This is an optimization exercise on Yosys and OpenROAD, whose aim is small area and a short achievable clock period, not a production implementation.
Only simulation tests tie the RTL to the original design; equivalence was not proved.
Power figures rest on the tool's default switching activity, not on a simulated workload.

==> flow/run.sh <==
#!/bin/bash
# synth_recipe.tcl (not shown) runs the flow's synth.tcl, then flattens the netlist and writes it again
# the make line also repeats each setting of config.mk as NAME=value (left out here)
make -C /OpenROAD-flow-scripts/flow DESIGN_CONFIG=/design/flow/config.mk WORK_HOME=/design/flow/orfs CLKGATE_MAP_FILE= SYNTH_SCRIPT=/design/flow/synth_recipe.tcl finish
==> flow/config.mk <==
export PLATFORM = sky130hd
export DESIGN_NAME = wav_riff_header_parser
export DESIGN_NICKNAME = wav_riff_header_parser
export VERILOG_FILES = /design/flow/design.v
export SDC_FILE = /design/flow/constraint.sdc
export NUM_CORES = 4
export LEC_CHECK = 0
export CAP_MARGIN = 20
export CORE_MARGIN = 2
export CORE_UTILIZATION = 40
export SLEW_MARGIN = 20
==> flow/constraint.sdc <==
create_clock -name core_clock -period 6.5 [get_ports {aclk}]
set_input_delay 1.3000 -clock core_clock [delete_from_list [all_inputs] [get_ports {aclk}]]
set_output_delay 1.3000 -clock core_clock [all_outputs]
set_load 0.01 [all_outputs]
==> flow/design.v <==
package wavp_pkg;
    typedef enum logic [2:0] {
        PH_HEADER    = 3'd0,
        PH_CHUNK_HDR = 3'd1,
        PH_FMT       = 3'd2,
        PH_DATA      = 3'd3,
        PH_SKIP      = 3'd4,
        PH_PAD       = 3'd5,
        PH_DONE      = 3'd6,
        PH_ERROR     = 3'd7
    } phase_t;
    localparam logic [31:0] TAG_RIFF = 32'h5249_4646;
    localparam logic [31:0] TAG_WAVE = 32'h5741_5645;
    localparam logic [31:0] TAG_FMT  = 32'h666D_7420;
    localparam logic [31:0] TAG_DATA = 32'h6461_7461;
    localparam logic [2:0] ST_PARSING    = 3'd0;
    localparam logic [2:0] ST_OK         = 3'd1;
    localparam logic [2:0] ST_NOT_WAVE   = 3'd2;
    localparam logic [2:0] ST_MISSING    = 3'd3;
    localparam logic [2:0] ST_BAD_FORMAT = 3'd4;
    localparam logic [2:0] ST_TRUNCATED  = 3'd5;
    localparam logic [15:0] WANT_FORMAT   = 16'd1;
    localparam logic [15:0] WANT_CHANNELS = 16'd2;
    localparam logic [31:0] WANT_RATE     = 32'd44100;
    localparam logic [15:0] WANT_BITS     = 16'd16;
    localparam logic [31:0] FMT_MIN_LEN   = 32'd16;
    localparam logic [31:0] FMT_CHECK_LEN = 32'd40;
    localparam logic [31:0] HEADER_LEN    = 32'd12;
    localparam logic [31:0] CHUNK_HDR_LEN = 32'd8;
    localparam int OUT_BITS = 8 + 3 + 32;
    localparam int OUT_TDATA_W = ((OUT_BITS + 7) / 8) * 8;
endpackage
import wavp_pkg::*;
module wav_riff_header_parser (
    input  logic                             aclk,
    input  logic                             aresetn,
    input  logic                             s_axis_tvalid,
    output logic                             s_axis_tready,
    input  logic [7:0]                       s_axis_tdata,    
    input  logic                             s_axis_tlast,    
    output logic                             m_axis_tvalid,
    input  logic                             m_axis_tready,
    output logic [wavp_pkg::OUT_TDATA_W-1:0] m_axis_tdata,
    output logic                             m_axis_tuser     
);
    wavp_pkg::phase_t phase_reg, phase_next;
    logic [31:0] pos_reg, pos_next, pos_inc;
    logic [31:0] tag_reg, tag_next;
    logic [31:0] len_reg, len_next;
    logic [15:0] format_reg, format_next;
    logic [15:0] chans_reg, chans_next;
    logic [31:0] rate_reg, rate_next;
    logic [15:0] bits_reg, bits_next;
    logic        seen_fmt_reg, seen_fmt_next;
    logic        seen_data_reg, seen_data_next;
    logic [31:0] data_len_reg, data_len_next;
    logic        not_riff_reg, not_riff_next;
    logic        m_valid_reg;
    logic [OUT_TDATA_W-1:0] m_data_reg;
    logic        m_user_reg;
    logic        accept;
    logic        hdr_done;
    logic        chunk_end;
    logic        audio;
    logic [31:0] fmt_need;
    logic [2:0]  verdict;
    assign s_axis_tready = !m_valid_reg || m_axis_tready;
    assign accept        = s_axis_tvalid && s_axis_tready;
    assign pos_inc       = pos_reg + 32'd1;
    always_comb begin
        phase_next     = phase_reg;
        pos_next       = pos_reg;
        tag_next       = tag_reg;
        len_next       = len_reg;
        format_next    = format_reg;
        chans_next     = chans_reg;
        rate_next      = rate_reg;
        bits_next      = bits_reg;
        seen_fmt_next  = seen_fmt_reg;
        seen_data_next = seen_data_reg;
        data_len_next  = data_len_reg;
        not_riff_next  = not_riff_reg;
        hdr_done       = 1'b0;
        chunk_end      = 1'b0;
        audio          = 1'b0;
        case (phase_reg)
            PH_HEADER: begin
                if (pos_reg < 32'd4 || pos_reg >= 32'd8) begin
                    tag_next = {tag_reg[23:0], s_axis_tdata};
                end
                if (pos_reg == 32'd3 && tag_next != TAG_RIFF) begin
                    not_riff_next = 1'b1;
                end
                pos_next = pos_inc;
                if (pos_inc == HEADER_LEN) begin
                    if (tag_next != TAG_WAVE || not_riff_next) begin
                        not_riff_next = 1'b1;
                        phase_next    = PH_ERROR;
                    end else begin
                        phase_next = PH_CHUNK_HDR;
                    end
                    pos_next = '0;
                    tag_next = '0;
                end
            end
            PH_CHUNK_HDR: begin
                if (pos_reg < 32'd4) begin
                    tag_next = {tag_reg[23:0], s_axis_tdata};
                end else begin
                    case (pos_reg[1:0])
                        2'd0:    len_next = {24'd0, s_axis_tdata};
                        2'd1:    len_next[15:8] = s_axis_tdata;
                        2'd2:    len_next[23:16] = s_axis_tdata;
                        default: len_next[31:24] = s_axis_tdata;
                    endcase
                end
                pos_next = pos_inc;
                if (pos_inc == CHUNK_HDR_LEN) begin
                    hdr_done = 1'b1;
                end
            end
            PH_FMT: begin
                if (len_reg >= FMT_MIN_LEN && pos_reg < FMT_MIN_LEN) begin
                    case (pos_reg[3:0])
                        4'd0:    format_next = {8'd0, s_axis_tdata};
                        4'd1:    format_next[15:8] = s_axis_tdata;
                        4'd2:    chans_next = {8'd0, s_axis_tdata};
                        4'd3:    chans_next[15:8] = s_axis_tdata;
                        4'd4:    rate_next = {24'd0, s_axis_tdata};
                        4'd5:    rate_next[15:8] = s_axis_tdata;
                        4'd6:    rate_next[23:16] = s_axis_tdata;
                        4'd7:    rate_next[31:24] = s_axis_tdata;
                        4'd14:   bits_next = {8'd0, s_axis_tdata};
                        4'd15:   bits_next[15:8] = s_axis_tdata;
                        default: ;
                    endcase
                end
                pos_next = pos_inc;
                if (len_reg >= FMT_MIN_LEN && pos_inc == FMT_MIN_LEN) begin
                    seen_fmt_next = 1'b1;
                end
                if (pos_inc == len_reg) begin
                    chunk_end = 1'b1;
                end
            end
            PH_DATA: begin
                audio    = 1'b1;
                pos_next = pos_inc;
                if (pos_inc == len_reg) begin
                    chunk_end = 1'b1;
                end
            end
            PH_SKIP: begin
                pos_next = pos_inc;
                if (pos_inc == len_reg) begin
                    chunk_end = 1'b1;
                end
            end
            PH_PAD: begin
                phase_next = PH_CHUNK_HDR;
                pos_next   = '0;
                tag_next   = '0;
            end
            default: ;
        endcase
        if (hdr_done) begin
            pos_next = '0;
            if (tag_next == TAG_FMT) begin
                phase_next = PH_FMT;
            end else if (tag_next == TAG_DATA && !seen_data_reg) begin
                seen_data_next = 1'b1;
                data_len_next  = len_next;
                phase_next     = PH_DATA;
            end else begin
                phase_next = PH_SKIP;
            end
            if (len_next == '0) begin
                chunk_end = 1'b1;
            end
        end
        if (chunk_end) begin
            if (seen_fmt_next && seen_data_next) begin
                phase_next = PH_DONE;
            end else if (len_next[0]) begin
                phase_next = PH_PAD;
            end else begin
                phase_next = PH_CHUNK_HDR;
            end
            pos_next = '0;
            tag_next = '0;
        end
        fmt_need = (len_next < FMT_CHECK_LEN) ? len_next : FMT_CHECK_LEN;
        if (phase_next == PH_ERROR) begin
            verdict = ST_NOT_WAVE;
        end else if (phase_next == PH_HEADER || phase_next == PH_DATA) begin
            verdict = ST_TRUNCATED;
        end else if (phase_next == PH_FMT && pos_next < fmt_need) begin
            verdict = ST_TRUNCATED;
        end else if (!seen_fmt_next || !seen_data_next) begin
            verdict = ST_MISSING;
        end else if (format_next != WANT_FORMAT || chans_next != WANT_CHANNELS ||
                     rate_next != WANT_RATE || bits_next != WANT_BITS) begin
            verdict = ST_BAD_FORMAT;
        end else begin
            verdict = ST_OK;
        end
    end
    always_ff @(posedge aclk) begin
        if (!aresetn || (accept && s_axis_tlast)) begin
            phase_reg     <= PH_HEADER;
            pos_reg       <= '0;
            tag_reg       <= '0;
            len_reg       <= '0;
            format_reg    <= '0;
            chans_reg     <= '0;
            rate_reg      <= '0;
            bits_reg      <= '0;
            seen_fmt_reg  <= 1'b0;
            seen_data_reg <= 1'b0;
            data_len_reg  <= '0;
            not_riff_reg  <= 1'b0;
        end else if (accept) begin
            phase_reg     <= phase_next;
            pos_reg       <= pos_next;
            tag_reg       <= tag_next;
            len_reg       <= len_next;
            format_reg    <= format_next;
            chans_reg     <= chans_next;
            rate_reg      <= rate_next;
            bits_reg      <= bits_next;
            seen_fmt_reg  <= seen_fmt_next;
            seen_data_reg <= seen_data_next;
            data_len_reg  <= data_len_next;
            not_riff_reg  <= not_riff_next;
        end
    end
    always_ff @(posedge aclk) begin
        if (!aresetn) begin
            m_valid_reg <= 1'b0;
        end else if (accept) begin
            m_valid_reg <= 1'b1;
        end else if (m_axis_tready) begin
            m_valid_reg <= 1'b0;
        end
    end
    always_ff @(posedge aclk) begin
        if (accept) begin
            m_user_reg <= audio;
            m_data_reg <= {{(OUT_TDATA_W - OUT_BITS){1'b0}}, data_len_next,
                           (s_axis_tlast ? verdict : ST_PARSING),
                           (audio ? s_axis_tdata : 8'd0)};
        end
    end
    assign m_axis_tvalid = m_valid_reg;
    assign m_axis_tdata  = m_data_reg;
    assign m_axis_tuser  = m_user_reg;
endmodule
==> metrics.cfg <==
[outcome]
status=no timing/DRC/antenna violations

[clocking]
clk_path_buf_depth=3
h-tree-depth=1
holdBufCountCts=0
clock_sinks=259
tritoncts=built
clkTransAtPathRegs_ns=0.06
cts_buffers=31
cts_root_buf=clkbuf_16
insertion_delay_ns=0.60

[floorplan]
die_area_um2=39630
die_w_um=199.1
num_rows=71
die_h_um=199.1
start_util_pct=40.51
ios=64
core_area_um2=37580

[timing]
setup_tns_ns=0
fmax_mhz=164.7
finalHoldViolCount=0
clock_skew_ns=0.01987
fin_ws_ns=0.4274
slew_violations=0
worst_pin_slew_ns=1.037
fin_crit_ns=6.073
setup-violations-final=0
rsz0062_at_grt=no
period_share_pct=93.42
relSlewSlack_pct=30.47

[hold_path]
hold_class=flop to flop
worstHoldEndpoint=rate_reg[13]
hold_path_depth=2
min-delay-start=rate_reg[13]

[finish]
stdcell_count=2538
syn_to_final_growth_pct=15.94
largest_reg_flops=43
final_nets=2051
drive_above_1_share_pct=10.11
diodes=0

[setup_path]
path_common_cell=a21oi_1
slowest_delay_ns=0.50
crit_fanout=21
crit_type=flop to flop
critical_path_required_ns=6.86
r2r_slack_ns=0.43
slowest_stage=nor4bb_2
reg2reg_to=m_axis_tdata[9]
endpoint_kind=flop
r2r_cells=26
start_kind=flop
r2r-start=pos_reg[5]
cp_data_arrival_time_ns=6.43

[drt]
routed_wl_um=54760
ant_nets=0
drt_iter0_markers=1515
drc=0
post_drt_wl_per_cell_um=21.58
viasPerCell=6.026
drt_pre_antenna_iters=5
vias=15290

[yosys]
synth_top_area_share_pct=28.27
synth_most_common_cell=nand2_1
post_synth.cell_area_avg_um2=7.751
synth_cell_type_count=87
netlist_area_um2=15220
synth-async-reset-ratio_pct=0
synth_edf_count=44
syn_inst=1964
yosys-top-cells-count=nand2_1, dfxtp_1, nor2_1, a21oi_1, clkbuf_1
ys_ff_latch=259
ys_warn_count=1
synth_ff_type=dfxtp_1
synth.area.top_cells=dfxtp_1, edfxtp_1, nand2_1
yosysSeqAreaShare_pct=36.95
synth_top_cell_by_area=dfxtp_1

[placement]
port_buffers=58
place_congestion=0.9686
post-place-ws_ns=0.1576
place_inst=2480
post-dp-hpwl_um=38200

[global_route]
grt_util_all_layers_pct=27.28
antenna_found_initial=1
grt_max_degree=121
grt_pass1_vias=13990
grt-ovfl-total=0
grt_pass1_wl_um=83880

[flow_run]
maxCapViolCount=0

[power_and_ir_drop]
powerDensity_nw_per_um2=209.5
p_leak_nw=6.093
peakVddDrop_uv=207.5

power breakdown:
part           internal (mW)  total (mW)  switching (mW)
Sequential              1.65        1.67          0.0164
Clock                  0.993        1.74           0.750
Combinational         0.0828       0.287           0.205
how the worst max path moves through the flow:
stage	slack, ns	end	from
6_report	0.43	m_axis_tdata[9]	pos_reg[5]
5_1_grt	0.04	m_axis_tdata[9]	pos_reg[0]
4_1_cts	0.18	m_axis_tdata[9]	pos_reg[0]
3_5_place_dp	0.16	m_axis_tdata[9]	s_axis_tdata[4]
3_3_place_gp	0.16	m_axis_tdata[9]	pos_reg[5]
2_1_floorplan	0.44	m_axis_tdata[9]	pos_reg[1]
worst max-delay path: cells and delay by family, from the launching register on:
kind / cells / cell delay (ns)
AO/OA/AOI/OAI: 8 / 1.43
adder cells (fa/ha/maj): 1 / 0.28
buffers and inverters: 2 / 0.41
flip-flops: 1 / 0.35
multiplexers: 1 / 0.42
AND/OR/NAND/NOR: 14 / 2.93
cell families (layout without fill, tap and decap cells):
kind of cell / Yosys count / count (layout) / share of synthesized area [%]
xor+xnor: 50 / 50 / 2.877
simple gates: 892 / 892 / 28.58
mux: 25 / 25 / 1.677
other cells: 2 / 31 / 0.04933
buf+inv: 196 / 230 / 5.350
flops: 259 / 259 / 36.95
compound gates: 503 / 503 / 21.49
fa+ha+maj: 37 / 37 / 3.025
cells in the final DEF, fill, tap and decap left out, types with 8 or more instances in the layout:
master             n
a21oi_1          178
o21ai_1           23
clkbuf_16         31
edfxtp_1          44
clkdlybuf4s50_1   58
xnor2_1           31
or4_1             10
nor2_1           205
mux2i_1           21
ha_1              36
nor4_1            40
o21ai_2           22
a31oi_1            9
nand2_1          310
dfxtp_1          215
nand2b_1          18
nand4_1           36
and4_1             9
clkbuf_1           8
a32oi_1           44
nor3_1            58
nand3_1           70
o21ai_0           61
nor2b_1           14
and3_1            23
buf_4             96
xor2_1            18
a22oi_1           78
a22o_1             8
o21a_1             8
inv_1             14
and2_1            17
conb_1            31
or3_1             21
stage by stage:
stage               utilization [%]  total power, mW  hold WS [ns]  instance area (um2)
CTS                           46.89            3.725        0.4515                17620
finish                        46.97            3.698        0.4513                17650
floorplan                         -            1.866        0.4271                15330
detailed placement            44.20            1.984        0.4432                16610
global route                  46.97            3.821        0.4687                17650
global placement              44.19            1.983        0.4359                16600
area by class of cell:
class | count | area [um2]
flip-flops and latches | 259 | 5625
multi-input cells | 1538 | 8971
inverters | 16 | 62.56
clock inverters | 17 | 176.4
repair buffers | 156 | 1341
clock buffers | 41 | 833.3
well taps | 511 | 639.4
fillers | 3740 | 19930
routing by layer:
layer / wire length (um) / up-vias / GRT usage, % / share of wire [%]
met3: 4238 / 118 / 3.932 / 7.7
li1: - / 7172 / - / -
met2: 24690 / 680 / 43.77 / 45
met1: 23980 / 7322 / 37.57 / 44
met5: 13 / - / 0 / 0.024
met4: 1844 / 2 / 9.066 / 3.4
timing repair:
item                                    CTS  global route
setup buffers                             0             0
endpoints found under the setup margin    0             3
resized for setup                         0             6

## static timing again, ports no longer ideal
The results above use ideal ports. As a check the final layout listed here was re-extracted and re-timed, cells and wires unchanged. Step 1: set_driving_cell puts a clkbuf_16 on aclk and a buf_2 on each other input, an assumption about the parent block. Step 2 times the ports against the registers' clock, not the clock port: input delays grow and output delays shrink by t, the midpoint of the rising clock arrivals with the driver on. Three values: ideal, step 1, step 2; two values: the first two.
t, ns: 0.649
slack for setup (ns): 0.427 / 0.427 / 0.279
hold WS [ns]: 0.451 / 0.451 / 0.451
clock arrival spread, ns: 0.020 / 0.020
After both steps this run still meets setup and hold. The setup slack of this run moves by 0.000 ns with the drivers and by -0.148 ns with both steps.
